Background: an optimization exercise with open tools, aiming at small area. Do not read the settings as production practice. Function was checked by simulation only, so behaviour that the tests miss may differ from the original. Power and IR drop assume default switching activity. No driver is modelled on the clock port, so clocking that relies on it looks cheaper here than on a real chip.

// wb_regfile_stage
module wb_regfile_stage #(
  parameter int DATA_W    = 32,
  parameter int CNT_W     = 32,
  parameter int EXIT_CODE = 10
) (
  input  logic              clk,
  input  logic              rst,
  input  logic              effective,
  input  logic [31:0]       ir,
  input  logic [31:0]       pc,
  input  logic              syscall,
  input  logic              jal,
  input  logic              reg_write,
  input  logic              write_back,
  input  logic [DATA_W-1:0] r1,
  input  logic [DATA_W-1:0] r2,
  input  logic [4:0]        rd_no,
  input  logic [4:0]        ra_no,
  input  logic [4:0]        rb_no,
  output logic [DATA_W-1:0] ra_data,
  output logic [DATA_W-1:0] rb_data,
  output logic              halt,
  output logic [DATA_W-1:0] disp_data,
  output logic              disp_valid,
  output logic [CNT_W-1:0]  retire_cnt
);
clock: 7.0 ns
lec_check: 0
cap_margin: 10
core_margin: 2
core_utilization: 60
slew_margin: 10
synth_hierarchical: 1
standard.sh (not shown) runs the stock make flow with config.mk's settings and CLKGATE_MAP_FILE= SYNTH_SCRIPT=/design/flow/synth_recipe.tcl, a recipe that flattens the netlist after the stock synthesis.
==> flow/flow/run.sh <==
#!/bin/bash
# Standard ORFS layout (the standard.sh, standard synthesis unchanged) with:
#  - port buffers of the smallest buffer cell instead of the default pick,
#  - clock tree synthesis without dummy loads and with a chosen buffer list,
# make's full output goes to make.log here; ORFS keeps each step's log under orfs/logs/.
set -euo pipefail
CTS_BUFS="${CTS_BUFS:-sky130_fd_sc_hd__clkbuf_16}"
CTS_SIZE="${CTS_SIZE:-30}"
CTS_DIAM="${CTS_DIAM:-100}"
bash standard.sh \
  "BUFFER_PORTS_ARGS=-buffer_cell sky130_fd_sc_hd__buf_1" \
  "CTS_ARGS=-sink_clustering_enable -repair_clock_nets -dont_use_dummy_load -buf_list {$CTS_BUFS} -sink_clustering_size $CTS_SIZE -sink_clustering_max_diameter $CTS_DIAM" \
  finish > make.log 2>&1
The starting point completed and failed the layout checks on negative setup slack.
Change:
--- a/flow/flow/run.sh
+++ b/flow/flow/run.sh
@@ -6,5 +6,5 @@
 set -euo pipefail
 CTS_BUFS="${CTS_BUFS:-sky130_fd_sc_hd__clkbuf_16}"
-CTS_SIZE="${CTS_SIZE:-30}"
+CTS_SIZE="${CTS_SIZE:-25}"
 CTS_DIAM="${CTS_DIAM:-100}"
 bash standard.sh \
Result: The changed run completed and failed the layout checks on negative setup slack. Global-route usage is about the same. Synthesized area is unchanged. Setup slack is better by 14 ps. Routed wire length stays flat. Hold slack stays flat.


Setup of before:
The RTL this note starts from:
==> flow/design.v <==
package pipeline_pkg;
  localparam logic [4:0] REG_ZERO = 5'd0;
  localparam logic [4:0] REG_V0   = 5'd2;
  localparam logic [4:0] REG_A0   = 5'd4;
  localparam logic [4:0] REG_RA   = 5'd31;
  typedef enum logic {
    RUN    = 1'b0,
    HALTED = 1'b1
  } state_t;
endpackage
module regfile_32x32 #(
  parameter int DATA_W = 32
) (
  input  logic              clk,
  input  logic              rst,
  input  logic              we,
  input  logic [4:0]        waddr,
  input  logic [DATA_W-1:0] wdata,
  input  logic [4:0]        ra_no,
  input  logic [4:0]        rb_no,
  output logic [DATA_W-1:0] ra_data,
  output logic [DATA_W-1:0] rb_data,
  output logic [DATA_W-1:0] v0_data,
  output logic [DATA_W-1:0] a0_data
);
  logic [DATA_W-1:0] regs [32];
  logic [DATA_W-1:0] wd;
  logic [31:0]       wsel, asel, bsel;
  logic              abyp, bbyp;
  assign wd = wdata & {DATA_W{~rst}};
  for (genvar i = 0; i < 32; i++) begin : g_dec
    assign wsel[i] = we && waddr == 5'(i);
    assign asel[i] = ra_no == 5'(i) && !wsel[i];
    assign bsel[i] = rb_no == 5'(i) && !wsel[i];
  end
  assign regs[0] = '0;
  for (genvar i = 1; i < 32; i++) begin : g_reg
    always_ff @(posedge clk) begin
      if (rst || wsel[i]) regs[i] <= wd;
    end
  end
  assign abyp = we && ra_no == waddr && ra_no != 5'd0;
  assign bbyp = we && rb_no == waddr && rb_no != 5'd0;
  for (genvar b = 0; b < DATA_W; b++) begin : g_rd
    logic [31:0] col;
    assign col[0] = wdata[b];
    for (genvar i = 1; i < 32; i++) begin : g_col
      assign col[i] = regs[i][b];
    end
    rf_read_bit u_ra (.d(col), .sel({asel[31:1], abyp}), .q(ra_data[b]));
    rf_read_bit u_rb (.d(col), .sel({bsel[31:1], bbyp}), .q(rb_data[b]));
  end
  assign v0_data = regs[pipeline_pkg::REG_V0];
  assign a0_data = regs[pipeline_pkg::REG_A0];
endmodule
module rf_read_bit (
  input  logic [31:0] d,
  input  logic [31:0] sel,
  output logic        q
);
  logic [10:0] n;
  for (genvar g = 0; g < 10; g++) begin : g_aoi
    rf_aoi222 u_aoi (.d(d[3*g+2:3*g]), .s(sel[3*g+2:3*g]), .y(n[g]));
  end
  assign n[10] = ~((d[30] & sel[30]) | (d[31] & sel[31]));
  assign q = ~&n;
endmodule
module rf_aoi222 (
  input  logic [2:0] d,
  input  logic [2:0] s,
  output logic       y
);
  assign y = ~|(d & s);
endmodule
module wb_regfile_stage #(
  parameter int DATA_W    = 32,
  parameter int CNT_W     = 32,
  parameter int EXIT_CODE = 10
) (
  input  logic              clk,
  input  logic              rst,
  input  logic              effective,
  input  logic [31:0]       ir,
  input  logic [31:0]       pc,
  input  logic              syscall,
  input  logic              jal,
  input  logic              reg_write,
  input  logic              write_back,
  input  logic [DATA_W-1:0] r1,
  input  logic [DATA_W-1:0] r2,
  input  logic [4:0]        rd_no,
  input  logic [4:0]        ra_no,
  input  logic [4:0]        rb_no,
  output logic [DATA_W-1:0] ra_data,
  output logic [DATA_W-1:0] rb_data,
  output logic              halt,
  output logic [DATA_W-1:0] disp_data,
  output logic              disp_valid,
  output logic [CNT_W-1:0]  retire_cnt
);
  pipeline_pkg::state_t            state_q, state_d;
  logic [DATA_W-1:0] wdata, v0_data, a0_data;
  logic [4:0]        wdest;
  logic              we, retire, sys_fire, v0_exit;
  logic              unused_ir;
  assign unused_ir = ^ir;
  assign wdata    = jal ? DATA_W'(pc + 32'd4) : (write_back ? r2 : r1);
  assign wdest    = jal ? pipeline_pkg::REG_RA : rd_no;
  assign retire   = (state_q == pipeline_pkg::RUN) && effective;
  assign we       = retire && (reg_write || jal) && (wdest != pipeline_pkg::REG_ZERO);
  assign sys_fire = retire && syscall;
  assign v0_exit  = (v0_data == DATA_W'(EXIT_CODE));
  regfile_32x32 #(.DATA_W(DATA_W)) u_rf (
    .clk     (clk),
    .rst     (rst),
    .we      (we),
    .waddr   (wdest),
    .wdata   (wdata),
    .ra_no   (ra_no),
    .rb_no   (rb_no),
    .ra_data (ra_data),
    .rb_data (rb_data),
    .v0_data (v0_data),
    .a0_data (a0_data)
  );
  always_ff @(posedge clk) begin
    if (rst) state_q <= pipeline_pkg::RUN;
    else     state_q <= state_d;
  end
  always_comb begin
    state_d = state_q;
    case (state_q)
      pipeline_pkg::RUN:     if (sys_fire && v0_exit) state_d = pipeline_pkg::HALTED;
      pipeline_pkg::HALTED:  state_d = pipeline_pkg::HALTED;
      default: state_d = pipeline_pkg::RUN;
    endcase
  end
  always_comb begin
    halt = (state_q == pipeline_pkg::HALTED);
  end
  always_ff @(posedge clk) begin
    if (rst) begin
      disp_data  <= '0;
      disp_valid <= 1'b0;
    end else begin
      disp_valid <= 1'b0;
      if (sys_fire && !v0_exit) begin
        disp_data  <= a0_data;
        disp_valid <= 1'b1;
      end
    end
  end
  always_ff @(posedge clk) begin
    if (rst)                          retire_cnt <= '0;
    else if (retire && retire_cnt != '1) retire_cnt <= retire_cnt + 1'b1;
  end
endmodule
Settings: LEC_CHECK=0, CAP_MARGIN=20, CORE_MARGIN=2, CORE_UTILIZATION=40, SLEW_MARGIN=20, SYNTH_HIERARCHICAL=1; clock period 7.0 ns.
run.sh (not shown) runs the stock make flow with config.mk's settings and CLKGATE_MAP_FILE= SYNTH_SCRIPT=/design/flow/synth_recipe.tcl, a recipe that flattens the netlist after the stock synthesis.
Stock flow here: none of the scripts above is used.
The final layout from before, which completed every stage, passed the timing, design-rule and antenna checks at the end of the flow.
The following lists how after was set up differently from before:
Settings: CTS_BUF_LIST now sky130_fd_sc_hd__clkbuf_8, previously not set; CORE_UTILIZATION now 60, was 40; CTS_CLUSTER_SIZE now 30, previously not set.
## What came out
[after] flow finished | final checks: failed | reasons: negative setup slack. The area of the multi-input gates of before and that of after are within noise of each other. For TritonCTS buffer count, dividing the value from after by the value from before gives 1.6. Diff before and after: net switching component of the power lower in after. Changes observed in after relative to before: cell count of the worst reg-to-reg path went down by 1; overall power went down by about 6%. after vs. before: critical path depth picked up an extra 4; fraction of area in multi-input gates moved up; count of clock-net buffers in the final layout rose by 39. The critical path capture point comes out rb_data[18] in one run and rb_data[29] in the other, namely in before and after respectively. NOTE pin count of the biggest net entering global routing before->after increased by more than a quarter. Side by side, setup slack turned out lower in after than in before. Taking after as 1.0, before lands at 1.10 on final cell count.


wb_regfile_stage, a different RTL version from the one above (not shown whole).
Size in the first run: about 280 I/O pins.
==> flow/design.v (excerpt) <==
module wb_regfile_stage #(
  parameter int DATA_W    = 32,
  parameter int CNT_W     = 32,
  parameter int EXIT_CODE = 10
) (
  input  logic              clk,
  input  logic              rst,
  input  logic              effective,
  input  logic [31:0]       ir,
  input  logic [31:0]       pc,
  input  logic              syscall,
  input  logic              jal,
  input  logic              reg_write,
  input  logic              write_back,
  input  logic [DATA_W-1:0] r1,
  input  logic [DATA_W-1:0] r2,
  input  logic [4:0]        rd_no,
  input  logic [4:0]        ra_no,
  input  logic [4:0]        rb_no,
  output logic [DATA_W-1:0] ra_data,
  output logic [DATA_W-1:0] rb_data,
  output logic              halt,
  output logic [DATA_W-1:0] disp_data,
  output logic              disp_valid,
  output logic [CNT_W-1:0]  retire_cnt
);
clock: 7.0 ns
lec_check: 0
cap_margin: 20
core_margin: 2
core_utilization: 60
slew_margin: 20
synth_hierarchical: 1
standard.sh (not shown) runs the stock make flow with config.mk's settings and CLKGATE_MAP_FILE= SYNTH_SCRIPT=/design/flow/synth_recipe.tcl, a recipe that flattens the netlist after the stock synthesis.
==> flow/flow/run.sh <==
#!/bin/bash
# Standard ORFS layout (the standard.sh, standard synthesis unchanged) with:
#  - port buffers of the smallest buffer cell instead of the default pick,
#  - clock tree synthesis without dummy loads and with a chosen buffer list and
#    cluster size,
#  - no slew/capacitance over-fix margin up to placement, and a margin from
#    clock tree synthesis on, where global-route parasitics show the real loads.
# make's output goes to make_place.log and make_finish.log here; ORFS keeps each
# step's log under orfs/logs/.
set -euo pipefail
CTS_BUFS="${CTS_BUFS:-sky130_fd_sc_hd__clkbuf_16}"
CTS_SIZE="${CTS_SIZE:-28}"
CTS_DIAM="${CTS_DIAM:-100}"
COMMON=(
  "BUFFER_PORTS_ARGS=-buffer_cell sky130_fd_sc_hd__buf_1"
  "CTS_ARGS=-sink_clustering_enable -repair_clock_nets -dont_use_dummy_load -buf_list {$CTS_BUFS} -sink_clustering_size $CTS_SIZE -sink_clustering_max_diameter $CTS_DIAM"
)
bash standard.sh "${COMMON[@]}" SLEW_MARGIN=0 CAP_MARGIN=0 place > make_place.log 2>&1
bash standard.sh "${COMMON[@]}" SLEW_MARGIN=15 CAP_MARGIN=15 finish > make_finish.log 2>&1
The first run went through all stages and came out clean.
==> next run, changes <==
--- a/flow/flow/run.sh
+++ b/flow/flow/run.sh
@@ -11,3 +11,3 @@
 CTS_BUFS="${CTS_BUFS:-sky130_fd_sc_hd__clkbuf_16}"
-CTS_SIZE="${CTS_SIZE:-28}"
+CTS_SIZE="${CTS_SIZE:-25}"
 CTS_DIAM="${CTS_DIAM:-100}"
Outcome: The new run finished with timing, DRC and antenna clean; worst hold slack loses 0.0052 ns; final cell count barely changes; clock power went up by a few percent; core utilization climbs by 0.17 points; worst setup slack improved by 0.046 ns; non-clock buffer count is unchanged; routed wire length is about the same; via count shrinks slightly; power goes up slightly; synthesized cell count is unchanged; die area is unchanged.

-- afterwards: timing with drivers on the ports --
How much do the figures lean on ideal ports? The routed layouts below were timed once more, with nothing changed but the port constraints.
Step 1 (the two cells are an assumption about what drives the block):
set clk [get_ports {clk}]
set_driving_cell -lib_cell sky130_fd_sc_hd__clkbuf_16 $clk
set_driving_cell -lib_cell sky130_fd_sc_hd__buf_2 [delete_from_list [all_inputs] $clk]
Step 2 times the ports against the registers' clock, not the clock port: input delays grow and output delays shrink by t, the midpoint of the rising clock arrivals with the driver on.
a / b / c = no drivers / after step 1 / after step 2; a / b = the first two.
run | shift t [ns] | slack for setup (ns) | latest minus earliest clock arrival (ns)
the first run of note 1 | 0.685 | -0.024 / -0.047 / -0.301 | 0.053 / 0.053
the second run of note 1 | 0.708 | -0.010 / -0.034 / -0.298 | 0.044 / 0.044
before | 0.776 | 0.086 / 0.058 / 0.058 | 0.053 / 0.053
after | 0.885 | -0.042 / -0.089 / -0.089 | 0.059 / 0.059
the first run of note 3 | 0.689 | 0.056 / 0.031 / 0.031 | 0.075 / 0.075
the second run of note 3 | 0.706 | 0.102 / 0.077 / 0.077 | 0.054 / 0.053
For the second run of note 1, which loses most, drivers alone change the setup slack by -0.024 ns; drivers and shift together by -0.288 ns.
